Background: an optimization exercise with open tools, aiming at a short achievable clock period and few clock cycles. Do not read the settings as production practice. The RTL was checked by simulation tests, not by an equivalence proof against the original design. Power figures rest on the tool's default switching activity, not on a simulated workload.

==> 05-13 <==
## simdCore
module simdCore (
    input wire clk,
    input wire rst,
    input wire [18-1:0] instr,
    input wire ack,
    input wire [16-1:0] rdata,
    output logic [10-1:0] instrAddr,
    output logic req,
    output logic [10+16:0] memReq,
    output logic done
);
Settings: LEC_CHECK=0, ABC_CLOCK_PERIOD_IN_PS=2500, CAP_MARGIN=30, CELL_PAD_IN_SITES_DETAIL_PLACEMENT=1, CELL_PAD_IN_SITES_GLOBAL_PLACEMENT=2, CORE_MARGIN=2, CORE_UTILIZATION=40, PLACE_DENSITY=0.6, SETUP_SLACK_MARGIN=5, SLEW_MARGIN=30; clock period 8.0 ns.
run.sh (not shown) runs the stock make flow with config.mk's settings and CLKGATE_MAP_FILE= SYNTH_SCRIPT=/design/flow/synth_recipe.tcl, a recipe that flattens the netlist after the stock synthesis.
==> 08-09 (differences from 05-13) <==
--- a/flow/design.v
+++ b/flow/design.v
@@ -188,15 +188,18 @@
     logic [15:0] opA, opB;
     logic [15:0] opBH, opBO, opBQ;              
     logic [15:0] regs [0:11];
     logic [15:0] regNext [0:11];                
     logic [11:0] pending;                       
     logic [11:0] pendingNext;
     logic [11:0] busy;                          
-    logic [11:0] written;                       
+    logic [11:0] writtenE;                      
+    logic wbValid;
+    logic [11:0] wbDest;
+    logic [15:0] wbData;
     logic m1Valid, m2Valid;
     logic [11:0] m1Dest, m2Dest;
     logic [2:0] m1Md, m2Md;
     logic [15:0] m1Kill;
     logic [15:0] m1Row [0:7];
     logic [15:0] m2S, m2C;
     logic [15:0] mulRes;
@@ -217,15 +220,15 @@
     logic [2:0] iMd;
     logic iAdd, iSub, iMul, iAnd, iOr, iNot, iLoad, iStore, iUseImm;
     logic [11:0] iASel, iBSel, iWSel;
     logic [15:0] iImm;
     logic [9:0] iAddr;
     logic qFull;
     logic wReadyR, wReadyN, headUseR, hStore, hMem;
-    logic [11:0] hTouch, hASel, busyN, writtenN;
+    logic [11:0] hTouch, hASel, hBSel, busyN;
     logic [11:0] dTouchAllN;
     logic dHasMemN;
     logic [QP:0] qHead, qTail;
     logic [QD-1:0] qV;                          
     logic launch, portLoad, ldNow;
     logic [11:0] portDest;
     assign instrAddr = pc;
@@ -247,15 +250,15 @@
         end
         for (int i = 0; i < DD; i++)
         begin
             slotNoPop[i] = !dV[i] && ((i == 0) || dV[(i + DD - 1) % DD]);
             slotPop[i] = dV[i] && ((i == DD - 1) || !dV[(i + 1) % DD]);
         end
     end
-    assign hazR = |(rTouch & busy) || (rStore && |(rASel & written));
+    assign hazR = |(rTouch & busy) || |((rASel | rBSel) & writtenE);
     assign wReady = wReadyR;
     assign conflict = |(rTouch & dTouchAll) || ((rLoad || rStore) && dHasMem);
     assign rIssue = !wReady && !hazR && !conflict && !((rLoad || rStore) && qFull) && !rHalt;
     assign rDefer = (hazR || conflict) && !rHalt && !dV[DD-1];
     assign advance = rIssue || rDefer;
     assign iW = wReady;
     assign iFire = wReady || rIssue;
@@ -279,31 +282,30 @@
     assign iMem = iFire && (iLoad || iStore);
     assign iAlu = iAdd || iSub || iAnd || iOr || iNot;
     assign headUseR = wReady ? !dV[1] : !dV[0];
     always_comb
     begin
         if (headUseR)
         begin
-            hTouch = rTouch; hASel = rASel; hStore = rStore; hMem = rLoad || rStore;
+            hTouch = rTouch; hASel = rASel; hBSel = rBSel; hStore = rStore; hMem = rLoad || rStore;
         end
         else if (wReady)
         begin
-            hTouch = dTouch[1]; hASel = dASel[1]; hStore = dOp[1][1]; hMem = dOp[1][2] || dOp[1][1];
+            hTouch = dTouch[1]; hASel = dASel[1]; hBSel = dBSel[1]; hStore = dOp[1][1]; hMem = dOp[1][2] || dOp[1][1];
         end
         else
         begin
-            hTouch = dTouch[0]; hASel = dASel[0]; hStore = dOp[0][1]; hMem = dOp[0][2] || dOp[0][1];
+            hTouch = dTouch[0]; hASel = dASel[0]; hBSel = dBSel[0]; hStore = dOp[0][1]; hMem = dOp[0][2] || dOp[0][1];
         end
     end
     logic hOld, hIssue, portIdle;
     assign portIdle = !req && !ack;
     assign hOld = |(hTouch & ((pending & ~portDest) | (eMul ? eWSel : 12'd0)))
-               || (hStore && m1Valid && |(hASel & m1Dest))
                || (hMem && !portIdle && qV[QD-1]);
-    assign hIssue = ((iMul || iLoad) && |(hTouch & iWSel)) || (hStore && iAlu && |(hASel & iWSel))
+    assign hIssue = ((iMul || iLoad) && |(hTouch & iWSel)) || (iAlu && |((hASel | hBSel) & iWSel))
                  || (hMem && (iLoad || iStore) && !portIdle && qV[QD-2]);
     assign wReadyN = (rDefer || dV[1] || (dV[0] && !wReady))
                    && !hOld && !(!ldNow && |(hTouch & pending & portDest))
                    && !(iFire && hIssue);
     always_ff @(posedge clk)
     begin
         if (rst)
@@ -369,52 +371,46 @@
     end
     always_ff @(posedge clk)
     begin
         if (rst)
         begin
             pending <= '0;
             busy <= '0;
-            written <= '0;
+            writtenE <= '0;
         end
         else
         begin
             pending <= pendingNext;
             busy <= busyN;
-            written <= writtenN;
+            writtenE <= (iFire && iAlu) ? iWSel : 12'd0;
         end
     end
     assign busyN = pendingNext | ((iFire && iMul) ? iWSel : 12'd0) | (eMul ? eWSel : 12'd0);
-    assign writtenN = ((iFire && iAlu) ? iWSel : 12'd0) | (m1Valid ? m1Dest : 12'd0);
     assign pendingNext = (pending & ~(ldNow ? portDest : 12'd0)) | ((iMem && iLoad) ? iWSel : 12'd0);
     logic [15:0] rdValA, rdValB, stData, valA, valB;
-    logic [15:0] rdRA, rdRB, stR, rdWA, rdWB, stW;
-    logic fwdA, fwdB;
+    logic [15:0] rdRA, rdRB, rdWA, rdWB;
     always_comb
     begin
         for (int i = 0; i < 12; i++)
-            regNext[i] = (m2Valid && m2Dest[i]) ? mulRes : regs[i];
-        rdRA = '0; rdRB = '0; stR = '0;
-        rdWA = '0; rdWB = '0; stW = '0;
+            regNext[i] = (wbValid && wbDest[i]) ? wbData : (m2Valid && m2Dest[i]) ? mulRes : regs[i];
+        rdRA = '0; rdRB = '0;
+        rdWA = '0; rdWB = '0;
         for (int i = 0; i < 12; i++)
         begin
             rdRA = rdRA | (rASel[i] ? regNext[i] : 16'd0);
             rdRB = rdRB | (rBSel[i] ? regNext[i] : 16'd0);
-            stR = stR | (rASel[i] ? regs[i] : 16'd0);
             rdWA = rdWA | (dASel[0][i] ? regNext[i] : 16'd0);
             rdWB = rdWB | (dBSel[0][i] ? regNext[i] : 16'd0);
-            stW = stW | (dASel[0][i] ? regs[i] : 16'd0);
         end
         rdValA = iW ? rdWA : rdRA;
         rdValB = iW ? rdWB : rdRB;
-        stData = iW ? stW : stR;
+        stData = rdValA;
     end
-    assign fwdA = eAluWe && (iW ? |(dASel[0] & eWSel) : |(rASel & eWSel));
-    assign fwdB = eAluWe && (iW ? |(dBSel[0] & eWSel) : |(rBSel & eWSel));
-    assign valA = fwdA ? aluRes : rdValA;
-    assign valB = fwdB ? aluRes : iUseImm ? iImm : rdValB;
+    assign valA = rdValA;
+    assign valB = iUseImm ? iImm : rdValB;
     always_ff @(posedge clk)
     begin
         if (rst)
         begin
             eAdd <= 1'b0; eSub <= 1'b0; eMul <= 1'b0; eAnd <= 1'b0; eOr <= 1'b0; eNot <= 1'b0;
         end
         else
@@ -504,22 +500,29 @@
     end
     always_ff @(posedge clk)
     begin
         for (int i = 0; i < 12; i++)
         begin
             if (rst)
                 regs[i] <= '0;
-            else if (eAluWe && eWSel[i])
-                regs[i] <= aluRes;
             else if (ldNow && portDest[i])
                 regs[i] <= rdata;
             else
                 regs[i] <= regNext[i];
         end
     end
+    always_ff @(posedge clk)
+    begin
+        if (rst)
+            wbValid <= 1'b0;
+        else
+            wbValid <= eAluWe;
+        wbDest <= eWSel;
+        wbData <= aluRes;
+    end
     logic [9:0] qAddr [0:QD-1];
     logic qWrite [0:QD-1];
     logic [15:0] qData [0:QD-1];
     logic [11:0] qDest [0:QD-1];
     assign launch = !req && !ack && (!qEmpty || iMem);
     assign ldNow = req && ack && portLoad;
     always_ff @(posedge clk)
CAP_MARGIN = 20   (was 30)
CELL_PAD_IN_SITES_DETAIL_PLACEMENT = unset   (was 1)
CELL_PAD_IN_SITES_GLOBAL_PLACEMENT = unset   (was 2)
CORE_UTILIZATION = 30   (was 40)
PLACE_DENSITY = 0.5   (was 0.6)
SLEW_MARGIN = 20   (was 30)
==> 05-11 (differences from 05-13) <==
--- a/flow/design.v
+++ b/flow/design.v
@@ -188,15 +188,18 @@
     logic [15:0] opA, opB;
     logic [15:0] opBH, opBO, opBQ;              
     logic [15:0] regs [0:11];
     logic [15:0] regNext [0:11];                
     logic [11:0] pending;                       
     logic [11:0] pendingNext;
     logic [11:0] busy;                          
-    logic [11:0] written;                       
+    logic [11:0] writtenE;                      
+    logic wbValid;
+    logic [11:0] wbDest;
+    logic [15:0] wbData;
     logic m1Valid, m2Valid;
     logic [11:0] m1Dest, m2Dest;
     logic [2:0] m1Md, m2Md;
     logic [15:0] m1Kill;
     logic [15:0] m1Row [0:7];
     logic [15:0] m2S, m2C;
     logic [15:0] mulRes;
@@ -217,15 +220,15 @@
     logic [2:0] iMd;
     logic iAdd, iSub, iMul, iAnd, iOr, iNot, iLoad, iStore, iUseImm;
     logic [11:0] iASel, iBSel, iWSel;
     logic [15:0] iImm;
     logic [9:0] iAddr;
     logic qFull;
     logic wReadyR, wReadyN, headUseR, hStore, hMem;
-    logic [11:0] hTouch, hASel, busyN, writtenN;
+    logic [11:0] hTouch, hASel, hBSel, busyN;
     logic [11:0] dTouchAllN;
     logic dHasMemN;
     logic [QP:0] qHead, qTail;
     logic [QD-1:0] qV;                          
     logic launch, portLoad, ldNow;
     logic [11:0] portDest;
     assign instrAddr = pc;
@@ -247,15 +250,17 @@
         end
         for (int i = 0; i < DD; i++)
         begin
             slotNoPop[i] = !dV[i] && ((i == 0) || dV[(i + DD - 1) % DD]);
             slotPop[i] = dV[i] && ((i == DD - 1) || !dV[(i + 1) % DD]);
         end
     end
-    assign hazR = |(rTouch & busy) || (rStore && |(rASel & written));
+    logic [11:0] lateW;
+    assign lateW = (wbValid ? wbDest : 12'd0) | (m2Valid ? m2Dest : 12'd0);
+    assign hazR = |(rTouch & busy) || |((rASel | rBSel) & writtenE) || (rStore && |(rASel & lateW));
     assign wReady = wReadyR;
     assign conflict = |(rTouch & dTouchAll) || ((rLoad || rStore) && dHasMem);
     assign rIssue = !wReady && !hazR && !conflict && !((rLoad || rStore) && qFull) && !rHalt;
     assign rDefer = (hazR || conflict) && !rHalt && !dV[DD-1];
     assign advance = rIssue || rDefer;
     assign iW = wReady;
     assign iFire = wReady || rIssue;
@@ -279,31 +284,31 @@
     assign iMem = iFire && (iLoad || iStore);
     assign iAlu = iAdd || iSub || iAnd || iOr || iNot;
     assign headUseR = wReady ? !dV[1] : !dV[0];
     always_comb
     begin
         if (headUseR)
         begin
-            hTouch = rTouch; hASel = rASel; hStore = rStore; hMem = rLoad || rStore;
+            hTouch = rTouch; hASel = rASel; hBSel = rBSel; hStore = rStore; hMem = rLoad || rStore;
         end
         else if (wReady)
         begin
-            hTouch = dTouch[1]; hASel = dASel[1]; hStore = dOp[1][1]; hMem = dOp[1][2] || dOp[1][1];
+            hTouch = dTouch[1]; hASel = dASel[1]; hBSel = dBSel[1]; hStore = dOp[1][1]; hMem = dOp[1][2] || dOp[1][1];
         end
         else
         begin
-            hTouch = dTouch[0]; hASel = dASel[0]; hStore = dOp[0][1]; hMem = dOp[0][2] || dOp[0][1];
+            hTouch = dTouch[0]; hASel = dASel[0]; hBSel = dBSel[0]; hStore = dOp[0][1]; hMem = dOp[0][2] || dOp[0][1];
         end
     end
     logic hOld, hIssue, portIdle;
     assign portIdle = !req && !ack;
     assign hOld = |(hTouch & ((pending & ~portDest) | (eMul ? eWSel : 12'd0)))
-               || (hStore && m1Valid && |(hASel & m1Dest))
+               || (hStore && |(hASel & ((eAluWe ? eWSel : 12'd0) | (m1Valid ? m1Dest : 12'd0))))
                || (hMem && !portIdle && qV[QD-1]);
-    assign hIssue = ((iMul || iLoad) && |(hTouch & iWSel)) || (hStore && iAlu && |(hASel & iWSel))
+    assign hIssue = ((iMul || iLoad) && |(hTouch & iWSel)) || (iAlu && |((hASel | hBSel) & iWSel))
                  || (hMem && (iLoad || iStore) && !portIdle && qV[QD-2]);
     assign wReadyN = (rDefer || dV[1] || (dV[0] && !wReady))
                    && !hOld && !(!ldNow && |(hTouch & pending & portDest))
                    && !(iFire && hIssue);
     always_ff @(posedge clk)
     begin
         if (rst)
@@ -369,33 +374,31 @@
     end
     always_ff @(posedge clk)
     begin
         if (rst)
         begin
             pending <= '0;
             busy <= '0;
-            written <= '0;
+            writtenE <= '0;
         end
         else
         begin
             pending <= pendingNext;
             busy <= busyN;
-            written <= writtenN;
+            writtenE <= (iFire && iAlu) ? iWSel : 12'd0;
         end
     end
     assign busyN = pendingNext | ((iFire && iMul) ? iWSel : 12'd0) | (eMul ? eWSel : 12'd0);
-    assign writtenN = ((iFire && iAlu) ? iWSel : 12'd0) | (m1Valid ? m1Dest : 12'd0);
     assign pendingNext = (pending & ~(ldNow ? portDest : 12'd0)) | ((iMem && iLoad) ? iWSel : 12'd0);
     logic [15:0] rdValA, rdValB, stData, valA, valB;
-    logic [15:0] rdRA, rdRB, stR, rdWA, rdWB, stW;
-    logic fwdA, fwdB;
+    logic [15:0] rdRA, rdRB, rdWA, rdWB, stR, stW;
     always_comb
     begin
         for (int i = 0; i < 12; i++)
-            regNext[i] = (m2Valid && m2Dest[i]) ? mulRes : regs[i];
+            regNext[i] = (wbValid && wbDest[i]) ? wbData : (m2Valid && m2Dest[i]) ? mulRes : regs[i];
         rdRA = '0; rdRB = '0; stR = '0;
         rdWA = '0; rdWB = '0; stW = '0;
         for (int i = 0; i < 12; i++)
         begin
             rdRA = rdRA | (rASel[i] ? regNext[i] : 16'd0);
             rdRB = rdRB | (rBSel[i] ? regNext[i] : 16'd0);
             stR = stR | (rASel[i] ? regs[i] : 16'd0);
@@ -403,18 +406,16 @@
             rdWB = rdWB | (dBSel[0][i] ? regNext[i] : 16'd0);
             stW = stW | (dASel[0][i] ? regs[i] : 16'd0);
         end
         rdValA = iW ? rdWA : rdRA;
         rdValB = iW ? rdWB : rdRB;
         stData = iW ? stW : stR;
     end
-    assign fwdA = eAluWe && (iW ? |(dASel[0] & eWSel) : |(rASel & eWSel));
-    assign fwdB = eAluWe && (iW ? |(dBSel[0] & eWSel) : |(rBSel & eWSel));
-    assign valA = fwdA ? aluRes : rdValA;
-    assign valB = fwdB ? aluRes : iUseImm ? iImm : rdValB;
+    assign valA = rdValA;
+    assign valB = iUseImm ? iImm : rdValB;
     always_ff @(posedge clk)
     begin
         if (rst)
         begin
             eAdd <= 1'b0; eSub <= 1'b0; eMul <= 1'b0; eAnd <= 1'b0; eOr <= 1'b0; eNot <= 1'b0;
         end
         else
@@ -504,22 +505,29 @@
     end
     always_ff @(posedge clk)
     begin
         for (int i = 0; i < 12; i++)
         begin
             if (rst)
                 regs[i] <= '0;
-            else if (eAluWe && eWSel[i])
-                regs[i] <= aluRes;
             else if (ldNow && portDest[i])
                 regs[i] <= rdata;
             else
                 regs[i] <= regNext[i];
         end
     end
+    always_ff @(posedge clk)
+    begin
+        if (rst)
+            wbValid <= 1'b0;
+        else
+            wbValid <= eAluWe;
+        wbDest <= eWSel;
+        wbData <= aluRes;
+    end
     logic [9:0] qAddr [0:QD-1];
     logic qWrite [0:QD-1];
     logic [15:0] qData [0:QD-1];
     logic [11:0] qDest [0:QD-1];
     assign launch = !req && !ack && (!qEmpty || iMem);
     assign ldNow = req && ack && portLoad;
     always_ff @(posedge clk)
CAP_MARGIN = 20   (was 30)
CELL_PAD_IN_SITES_DETAIL_PLACEMENT = unset   (was 1)
CELL_PAD_IN_SITES_GLOBAL_PLACEMENT = unset   (was 2)
CORE_UTILIZATION = 30   (was 40)
PLACE_DENSITY = 0.5   (was 0.6)
SLEW_MARGIN = 20   (was 30)
==> notes <==
05-11 finished but fails on capacitance limit, slew limit. 08-09 finished clean. 05-13 produced a clean layout.
Against 05-11, the synthesized cell count of 05-13 is higher by about 1.4%.
Via count: 08-09 < 05-11 < 05-13.
Sequential power: 05-13 < 05-11 < 08-09.
Against 05-13, the sequential cell count of 05-11 is higher by 17.
Against 05-11, the combinational power of 05-13 is lower by about 7%.
==> figures <==
quantity	05-11	08-09	05-13
Worst reg2reg setup slack	4.63 ns	4.66 ns	4.47 ns
Highest net fanout along the worst path	25	16	5
Final Routed Wirelength	303.6 mm	292.2 mm	325.2 mm
Total leakage power	26.81 nW	25.84 nW	26.96 nW
Cell Int Power	0.01586 W	0.01551 W	0.01492 W
Power dissipated in the clock network	0.00640 W	0.00644 W	0.00648 W
Result of the run	failed layout checks	finished clean	finished clean
Reasons for failing layout checks	capacitance limit, slew limit	-	-
Number of buffers added for setup after CTS	154	101	117
Area growth from synthesis to layout	28.95%	25.59%	23.94%
Period utilization	42.15%	41.74%	44.18%
Fraction of area in multi-input gates	42.63%	41.35%	44.81%
Testbench counts of 05-13, summed over its fixed seeds: cycles 11,135.
Testbench counts of 08-09, summed over its fixed seeds: cycles 11,316.
Testbench counts of 05-11, summed over its fixed seeds: cycles 11,345.

static timing again, ports no longer ideal:
In the flow no input, the clock included, has a driving cell. The finished layouts below were timed again as built, in two steps.
Step 1 assumes that a clkbuf_16 drives the clock port and a buf_2 every other input.
Step 2, shift: input delay + t, output delay - t, t = (earliest + latest rising clock arrival at the registers) / 2. This alone moves slack from input paths to output paths.
Slacks: ideal ports / drivers / drivers and shift; pairs: ideal ports / drivers.
run	t, ns	slack for setup (ns)	worst data-port slew with drivers (ns)	cell pins on the clock port's net
05-13	0.879	4.466 / 4.466 / 4.023	0.15	1
08-09	0.879	4.661 / 4.661 / 4.175	0.27	1
05-11	0.923	4.628 / 4.628 / 3.851	0.23	1
The setup slack of 05-11, which loses most, moves by 0.000 ns with the drivers and by -0.777 ns with both steps.
